This is an optimization exercise on Yosys and OpenROAD, whose aim is small area, a short achievable clock period and few clock cycles per item, not a production implementation. The RTL was checked by simulation tests, not by an equivalence proof against the original design.

==> inputs of run E <==
## col2im_2d_stream
module col2im_2d_stream
#(
   parameter int IMAGE_WIDTH  = 8,
   parameter int IMAGE_HEIGHT = 8,
   parameter int KERNEL_SIZE  = 3,
   parameter int STRIDE       = 1,
   parameter int DATA_WIDTH   = 8,
   parameter int ACC_WIDTH    = DATA_WIDTH + $clog2(KERNEL_SIZE * KERNEL_SIZE)
) (
   input  logic                  clk,
   input  logic                  rst_n,
   input  logic                  start,
   input  logic                  in_valid,
   input  logic [DATA_WIDTH-1:0] in_data,
   output logic                  in_ready,
   output logic                  out_valid,
   output logic [ACC_WIDTH-1:0]  out_data,
   output logic                  out_last,
   input  logic                  out_ready,
   output logic                  busy,
   output logic                  done
);
   localparam int WBA = 11;
   localparam int WCB = 10;
   localparam int WCH = 11;
   localparam int WC  = 9;
   logic                  v_q;        
   logic [DATA_WIDTH-1:0] x_q;
   logic                  acc_on;     
   logic [1:0] kc, kr, kc_n, kr_n;
   logic [2:0] px, py, px_n, py_n;
   logic [WC-1:0]  l0c, l1c;
   logic [WBA-1:0] fba [8];
  ...
export LEC_CHECK = 0
export ABC_AREA = 1
export CAP_MARGIN = 20
export CORE_MARGIN = 2
export CORE_UTILIZATION = 50
export CTS_CLUSTER_DIAMETER = 100
export CTS_CLUSTER_SIZE = 30
export SLEW_MARGIN = 20
create_clock -name core_clock -period 10.0 [get_ports {clk}]
standard.sh (not shown) runs the stock make flow with config.mk's settings and CLKGATE_MAP_FILE= SYNTH_SCRIPT=/design/flow/synth_recipe.tcl, a recipe that flattens the netlist after the stock synthesis.
==> flow/flow/run.sh <==
#!/bin/bash
set -euo pipefail
bash standard.sh SETUP_SLACK_MARGIN=7 \
  "BUFFER_PORTS_ARGS=-buffer_cell sky130_fd_sc_hd__buf_2" \
  finish > flow_make.log 2>&1
==> run R (differences from run E) <==
--- a/flow/design.v
+++ b/flow/design.v
@@ -117,29 +117,30 @@
    output logic                  out_last,
    input  logic                  out_ready,
    output logic                  busy,
    output logic                  done
 );
    localparam int WBA = 11;
    localparam int WCB = 10;
-   localparam int WCH = 11;
+   localparam int WCW = 11;
    localparam int WC  = 9;
    logic                  v_q;        
    logic [DATA_WIDTH-1:0] x_q;
    logic                  acc_on;     
    logic [1:0] kc, kr, kc_n, kr_n;
    logic [2:0] px, py, px_n, py_n;
    logic [WC-1:0]  l0c, l1c;
    logic [WBA-1:0] fba [8];
-   logic [WCB-1:0] fcb [6];
-   logic [WCH-1:0] fcb6, fcb7;
+   logic [WCB-1:0] fcb [5];
+   logic [WCW-1:0] fcb5, fcb6, fcb7;
    logic frame_start, in_hs, pop, r0_free, hold;
    logic lane_a, lane_b, lane_c, px5, kc0, kc1, kc2;
    logic is_exit, exit_a, stall, step, drain, dstep, push, push_last;
-   logic zero_op, last_elem, last_acc;
+   logic fetch, drain_n, zero_op, last_elem, last_acc;
+   logic rot_a, rot_b, rot_c, shift_ba, shift_cb;
    logic exit_a_succ, v_q_nx, out_valid_nx, risk_nx;
    logic [ACC_WIDTH-1:0] opnd_n, opnd_q, sum;
    logic [DATA_WIDTH-1:0] x_eff;
    assign frame_start = start && !busy;
    assign in_hs       = in_valid && in_ready;
    assign pop         = out_valid && out_ready;
    col2im_addr_gen #(
@@ -176,62 +177,72 @@
    assign step      = v_q && !stall;
    assign last_elem = (py == 3'd5) && px5 && lane_c && kc2;
    assign drain     = busy && py[2] && py[1] && !kr[1];
    assign dstep     = drain && r0_free;
    assign hold      = stall || (drain && !r0_free);
    assign push      = (step && exit_a) || dstep;
    assign push_last = drain && kr[0] && (px == 3'd7);
+   assign fetch   = step || dstep;
+   assign drain_n = py_n[2] && py_n[1];
    assign zero_op = ((px_n == 3'd0) || (kc_n == 2'd2)) && ((kr_n == 2'd2) || (py_n == 3'd0));
    always_comb begin
-      if (py_n[2] && py_n[1]) begin
-         if (!kr_n[0]) opnd_n = (drain && !kr[0]) ? ACC_WIDTH'(fba[6]) : ACC_WIDTH'(fba[7]);
-         else          opnd_n = (drain &&  kr[0]) ? ACC_WIDTH'(fcb6)   : ACC_WIDTH'(fcb7);
+      if (drain_n) begin
+         opnd_n = kr_n[0] ? ACC_WIDTH'(fcb7) : ACC_WIDTH'(fba[7]);
       end else begin
          case (kr_n)
-            2'd0:    opnd_n = (kc_n == 2'd0) ? ACC_WIDTH'(fba[7]) :
-                              (kc_n == 2'd1) ? ACC_WIDTH'(fba[6]) : ACC_WIDTH'(fba[5]);
-            2'd1:    opnd_n = (kc_n == 2'd0) ? ACC_WIDTH'(fcb7) :
-                              (kc_n == 2'd1) ? ACC_WIDTH'(fcb6) : ACC_WIDTH'(fcb[5]);
-            default: opnd_n = (kc_n == 2'd0) ? ACC_WIDTH'(l0c) : ACC_WIDTH'(l1c);
+            2'd0:    opnd_n = ACC_WIDTH'(fba[7]);
+            2'd1:    opnd_n = ACC_WIDTH'(fcb7);
+            default: opnd_n = ACC_WIDTH'(l0c);
          endcase
          if (zero_op) opnd_n = '0;
       end
    end
    always_ff @(posedge clk) begin
-      if (!hold) opnd_q <= opnd_n;
+      if (frame_start) opnd_q <= '0;
+      else if (fetch)  opnd_q <= opnd_n;
    end
    assign x_eff = v_q ? x_q : '0;
    assign sum   = opnd_q + ACC_WIDTH'(x_eff);
-   always_ff @(posedge clk) begin
-      if (v_q && !px5 && lane_c && kc1) l0c <= WC'(sum);
-      if (v_q && !px5 && lane_c && kc2) l1c <= WC'(sum);
-      if ((v_q && is_exit && lane_b) || (dstep && !kr[0])) begin
+   assign rot_a    = (step && lane_a) || (v_q && lane_c && kc2 && !last_elem);
+   assign rot_b    = (v_q && lane_b) || (step && lane_a && kc2);
+   assign rot_c    = v_q && (lane_c || (lane_b && kc2));
+   assign shift_ba = (v_q && ((is_exit && lane_b) || last_elem)) ||
+                     (dstep && !kr[0] && (px != 3'd7));
+   assign shift_cb = (v_q && is_exit && lane_c) ||
+                     (dstep && (kr[0] ? (px != 3'd7) : (px == 3'd7)));
+   always_ff @(posedge clk) begin
+      if (rot_c) begin
+         l0c <= l1c;
+         l1c <= WC'(sum);
+      end
+      if (shift_ba) begin
          fba[0] <= WBA'(sum);
          for (int n = 1; n < 8; n++) fba[n] <= fba[n-1];
-      end else if (v_q && !px5 && lane_a) begin
-         if (kc1) fba[6] <= WBA'(sum);
-         if (kc2) fba[5] <= WBA'(sum);
-      end
-      if ((v_q && is_exit && lane_c) || (dstep && kr[0])) begin
+      end else if (rot_a) begin
+         fba[5] <= WBA'(sum);
+         fba[6] <= fba[5];
+         fba[7] <= fba[6];
+      end
+      if (shift_cb) begin
          fcb[0] <= WCB'(sum);
-         for (int n = 1; n < 6; n++) fcb[n] <= fcb[n-1];
-         fcb6 <= WCH'(fcb[5]);
+         for (int n = 1; n < 5; n++) fcb[n] <= fcb[n-1];
+         fcb5 <= WCW'(fcb[4]);
+         fcb6 <= fcb5;
          fcb7 <= fcb6;
-      end else if (v_q && !px5 && lane_b) begin
-         if (kc1) fcb6   <= WCH'(sum);
-         if (kc2) fcb[5] <= WCB'(sum);
-      end
-   end
-   always_ff @(posedge clk) begin
+      end else if (rot_b) begin
+         fcb5 <= WCW'(sum);
+         fcb6 <= fcb5;
+         fcb7 <= fcb6;
+      end
       if (push) out_data <= sum;
    end
    assign exit_a_succ  = (lane_c && kc2) || (lane_a && px5 && !kc2);
    assign out_valid_nx = push || (out_valid && !out_ready);
+   assign v_q_nx       = in_ready ? in_valid : (v_q && stall);
    assign risk_nx      = v_q_nx && out_valid_nx && (step ? exit_a_succ : exit_a);
-   assign v_q_nx   = in_ready ? in_valid : (v_q && stall);
    assign last_acc = in_hs && (v_q ? ((py == 3'd5) && px5 && lane_c && kc1) : last_elem);
    always_ff @(posedge clk) begin
       if (in_ready) x_q <= in_data;
    end
    always_ff @(posedge clk or negedge rst_n) begin
       if (!rst_n) begin
          v_q       <= 1'b0;
==> run X (differences from run E) <==
--- a/flow/design.v
+++ b/flow/design.v
@@ -34,25 +34,24 @@
    input  logic            clr,
    input  logic            adv,
    input  logic            dadv,
    input  logic            hold,
    output logic [KW-1:0]   kc,
    output logic [KW-1:0]   kr,
    output logic [PXW-1:0]  px,
-   output logic [PYW-1:0]  py,
-   output logic [KW-1:0]   kc_n,
-   output logic [KW-1:0]   kr_n,
-   output logic [PXW-1:0]  px_n,
-   output logic [PYW-1:0]  py_n
+   output logic [PYW-1:0]  py
 );
    localparam int HP  = col2im_pkg::calc_hp(IMAGE_WIDTH, KERNEL_SIZE, STRIDE);
    localparam logic [KW-1:0]  KMAX  = KW'(KERNEL_SIZE - 1);
    localparam logic [PXW-1:0] PXMAX = PXW'(HP - 1);
    localparam logic [PXW-1:0] CMAX  = PXW'(IMAGE_WIDTH - 1);
    logic kc_end, kr_end, px_end;
+   logic [KW-1:0]  kc_n, kr_n;
+   logic [PXW-1:0] px_n;
+   logic [PYW-1:0] py_n;
    assign kc_end = (kc == KMAX);
    assign kr_end = (kr == KMAX);
    assign px_end = (px == PXMAX);
    always_comb begin
       kc_n = kc;
       kr_n = kr;
       px_n = px;
@@ -117,32 +116,32 @@
    output logic                  out_last,
    input  logic                  out_ready,
    output logic                  busy,
    output logic                  done
 );
    localparam int WBA = 11;
    localparam int WCB = 10;
-   localparam int WCH = 11;
+   localparam int WCW = 11;
    localparam int WC  = 9;
    logic                  v_q;        
    logic [DATA_WIDTH-1:0] x_q;
    logic                  acc_on;     
-   logic [1:0] kc, kr, kc_n, kr_n;
-   logic [2:0] px, py, px_n, py_n;
+   logic [1:0] kc, kr;
+   logic [2:0] px, py;
    logic [WC-1:0]  l0c, l1c;
    logic [WBA-1:0] fba [8];
-   logic [WCB-1:0] fcb [6];
-   logic [WCH-1:0] fcb6, fcb7;
+   logic [WCB-1:0] fcb [5];
+   logic [WCW-1:0] fcb5, fcb6, fcb7;
    logic frame_start, in_hs, pop, r0_free, hold;
    logic lane_a, lane_b, lane_c, px5, kc0, kc1, kc2;
    logic is_exit, exit_a, stall, step, drain, dstep, push, push_last;
    logic zero_op, last_elem, last_acc;
+   logic rot_a, rot_b, rot_c, shift_ba, shift_cb;
    logic exit_a_succ, v_q_nx, out_valid_nx, risk_nx;
-   logic [ACC_WIDTH-1:0] opnd_n, opnd_q, sum;
-   logic [DATA_WIDTH-1:0] x_eff;
+   logic [ACC_WIDTH-1:0] opnd, sum;
    assign frame_start = start && !busy;
    assign in_hs       = in_valid && in_ready;
    assign pop         = out_valid && out_ready;
    col2im_addr_gen #(
       .IMAGE_WIDTH  (IMAGE_WIDTH),
       .IMAGE_HEIGHT (IMAGE_HEIGHT),
       .KERNEL_SIZE  (KERNEL_SIZE),
@@ -152,19 +151,15 @@
       .clr  (frame_start),
       .adv  (v_q),
       .dadv (drain),
       .hold (hold),
       .kc   (kc),
       .kr   (kr),
       .px   (px),
-      .py   (py),
-      .kc_n (kc_n),
-      .kr_n (kr_n),
-      .px_n (px_n),
-      .py_n (py_n)
+      .py   (py)
    );
    assign lane_a = (kr == 2'd0);
    assign lane_b = (kr == 2'd1);
    assign lane_c = (kr == 2'd2);
    assign kc0    = (kc == 2'd0);
    assign kc1    = (kc == 2'd1);
    assign kc2    = (kc == 2'd2);
@@ -176,65 +171,62 @@
    assign step      = v_q && !stall;
    assign last_elem = (py == 3'd5) && px5 && lane_c && kc2;
    assign drain     = busy && py[2] && py[1] && !kr[1];
    assign dstep     = drain && r0_free;
    assign hold      = stall || (drain && !r0_free);
    assign push      = (step && exit_a) || dstep;
    assign push_last = drain && kr[0] && (px == 3'd7);
-   assign zero_op = ((px_n == 3'd0) || (kc_n == 2'd2)) && ((kr_n == 2'd2) || (py_n == 3'd0));
+   assign zero_op = (px == 3'd0 || kc2) && (lane_c || py == 3'd0);
    always_comb begin
-      if (py_n[2] && py_n[1]) begin
-         if (!kr_n[0]) opnd_n = (drain && !kr[0]) ? ACC_WIDTH'(fba[6]) : ACC_WIDTH'(fba[7]);
-         else          opnd_n = (drain &&  kr[0]) ? ACC_WIDTH'(fcb6)   : ACC_WIDTH'(fcb7);
-      end else begin
-         case (kr_n)
-            2'd0:    opnd_n = (kc_n == 2'd0) ? ACC_WIDTH'(fba[7]) :
-                              (kc_n == 2'd1) ? ACC_WIDTH'(fba[6]) : ACC_WIDTH'(fba[5]);
-            2'd1:    opnd_n = (kc_n == 2'd0) ? ACC_WIDTH'(fcb7) :
-                              (kc_n == 2'd1) ? ACC_WIDTH'(fcb6) : ACC_WIDTH'(fcb[5]);
-            default: opnd_n = (kc_n == 2'd0) ? ACC_WIDTH'(l0c) : ACC_WIDTH'(l1c);
-         endcase
-         if (zero_op) opnd_n = '0;
-      end
-   end
+      case (kr)
+         2'd0:    opnd = ACC_WIDTH'(fba[7]);
+         2'd1:    opnd = ACC_WIDTH'(fcb7);
+         default: opnd = ACC_WIDTH'(l0c);
+      endcase
+      if (zero_op) opnd = '0;
+   end
+   assign sum = opnd + ACC_WIDTH'(x_q);
+   assign rot_a    = step && lane_a;
+   assign rot_b    = v_q && lane_b;
+   assign rot_c    = v_q && lane_c;
+   assign shift_ba = (v_q && is_exit && lane_b) || (dstep && !kr[0]);
+   assign shift_cb = (v_q && is_exit && lane_c) || (dstep && kr[0]);
    always_ff @(posedge clk) begin
-      if (!hold) opnd_q <= opnd_n;
-   end
-   assign x_eff = v_q ? x_q : '0;
-   assign sum   = opnd_q + ACC_WIDTH'(x_eff);
-   always_ff @(posedge clk) begin
-      if (v_q && !px5 && lane_c && kc1) l0c <= WC'(sum);
-      if (v_q && !px5 && lane_c && kc2) l1c <= WC'(sum);
-      if ((v_q && is_exit && lane_b) || (dstep && !kr[0])) begin
+      if (rot_c) begin
+         l0c <= l1c;
+         l1c <= WC'(sum);
+      end
+      if (shift_ba) begin
          fba[0] <= WBA'(sum);
          for (int n = 1; n < 8; n++) fba[n] <= fba[n-1];
-      end else if (v_q && !px5 && lane_a) begin
-         if (kc1) fba[6] <= WBA'(sum);
-         if (kc2) fba[5] <= WBA'(sum);
-      end
-      if ((v_q && is_exit && lane_c) || (dstep && kr[0])) begin
+      end else if (rot_a) begin
+         fba[5] <= WBA'(sum);
+         fba[6] <= fba[5];
+         fba[7] <= fba[6];
+      end
+      if (shift_cb) begin
          fcb[0] <= WCB'(sum);
-         for (int n = 1; n < 6; n++) fcb[n] <= fcb[n-1];
-         fcb6 <= WCH'(fcb[5]);
+         for (int n = 1; n < 5; n++) fcb[n] <= fcb[n-1];
+         fcb5 <= WCW'(fcb[4]);
+         fcb6 <= fcb5;
          fcb7 <= fcb6;
-      end else if (v_q && !px5 && lane_b) begin
-         if (kc1) fcb6   <= WCH'(sum);
-         if (kc2) fcb[5] <= WCB'(sum);
-      end
-   end
-   always_ff @(posedge clk) begin
+      end else if (rot_b) begin
+         fcb5 <= WCW'(sum);
+         fcb6 <= fcb5;
+         fcb7 <= fcb6;
+      end
       if (push) out_data <= sum;
    end
    assign exit_a_succ  = (lane_c && kc2) || (lane_a && px5 && !kc2);
    assign out_valid_nx = push || (out_valid && !out_ready);
+   assign v_q_nx       = in_ready ? in_valid : (v_q && stall);
    assign risk_nx      = v_q_nx && out_valid_nx && (step ? exit_a_succ : exit_a);
-   assign v_q_nx   = in_ready ? in_valid : (v_q && stall);
    assign last_acc = in_hs && (v_q ? ((py == 3'd5) && px5 && lane_c && kc1) : last_elem);
    always_ff @(posedge clk) begin
-      if (in_ready) x_q <= in_data;
+      if (in_ready || !acc_on) x_q <= acc_on ? in_data : '0;
    end
    always_ff @(posedge clk or negedge rst_n) begin
       if (!rst_n) begin
          v_q       <= 1'b0;
          acc_on    <= 1'b0;
          in_ready  <= 1'b0;
          out_valid <= 1'b0;
==> flow/flow/run.sh (replaced) <==
#!/bin/bash
set -euo pipefail
bash standard.sh SETUP_SLACK_MARGIN=7.1 \
  "BUFFER_PORTS_ARGS=-buffer_cell sky130_fd_sc_hd__buf_2" \
  finish > flow_make.log 2>&1
Settings changed: TNS_END_PERCENT set to 0.
==> results.tsv <==
stage	metric	value	unit
cells_and_area	top_regs	fba x88, fcb x60, out_data x12	
cells_and_area	multi_input_area_share	25.91	%
floorplanning	die_area	21280	um2
global_routing	grt_pass1_vias	6465	
run_status	status	finished clean	
timing	worstMarginPinSlew	1163	ps
clock_network	numCtsBuffers	12	
cells_and_area	final-nonclk-buf-share	3.531	%
cells_and_area	final_cell_mix	301 x nand2_1, 218 x edfxtp_1, 108 x nand3_1	
hold_path	hp-start	fba[3][2]$_DFFE_PP_	
synth	syn_area	10060	um2
The numbers above come from run E.

==> results.tsv <==
stage	metric	value	unit
clock_network	numCtsBuffers	12	
placement	hpwl	10.39	mm
hold_path	hp-start	fcb[2][9]$_DFFE_PP_	
cells_and_area	final_cell_mix	208 x edfxtp_1, 141 x nand2_1, 43 x nand3_1	
synth	syn_area	8894	um2
timing	worstMarginPinSlew	1028	ps
cells_and_area	top_regs	fba x88, fcb x50, out_data x12	
cells_and_area	multi_input_area_share	19.07	%
floorplanning	die_w	137.4	um
cells_and_area	final-nonclk-buf-share	3.849	%
floorplanning	die_area	18870	um2
run_status	status	finished clean	
The numbers above come from run R.

==> results.tsv <==
stage	metric	value	unit
run_status	status	finished clean	
synth	syn_area	8366	um2
global_routing	grt_pass1_vias	4308	
cells_and_area	diodes	0	
timing	worstMarginPinSlew	715.5	ps
cells_and_area	final_cell_mix	208 x edfxtp_1, 160 x nand2_1, 51 x inv_1	
synth	synth_fa_ha_area_share	2.483	%
floorplanning	die_area	17780	um2
clock_network	numCtsBuffers	11	
hold_path	hp-start	fcb[3][1]$_DFFE_PP_	
The numbers above come from run X.

Testbench counts of run E, summed over its fixed seeds: cycles 8,376, frames 24.
Testbench counts of run R, summed over its fixed seeds: cycles 8,376, frames 24.
Testbench counts of run X, summed over its fixed seeds: cycles 8,376, frames 24.

==> static timing again, ports no longer ideal <==
No port has a modelled driver above. Below, the same layouts with a new extraction and two added sets of constraints.
Step 1 (the two cells are an assumption about what drives the block):
set clk [get_ports {clk}]
set_driving_cell -lib_cell sky130_fd_sc_hd__clkbuf_16 $clk
set_driving_cell -lib_cell sky130_fd_sc_hd__buf_2 [delete_from_list [all_inputs] $clk]
Step 2 times the ports against the registers' clock, not the clock port: input delays grow and output delays shrink by t, the midpoint of the rising clock arrivals with the driver on.
a / b / c = ideal / step 1 / step 2; a / b = the first two.
run	shift t [ns]	setup slack, ns	worst register clock-pin slew, ns
run E	0.520	6.960 / 6.918 / 6.506	0.11 / 0.11
run R	0.512	6.978 / 6.937 / 6.555	0.11 / 0.11
run X	0.495	6.969 / 6.928 / 6.503	0.11 / 0.11
After both steps setup and hold are still met in every run listed. For run X, which loses most, drivers alone change the setup slack by -0.041 ns; drivers and shift together by -0.466 ns.
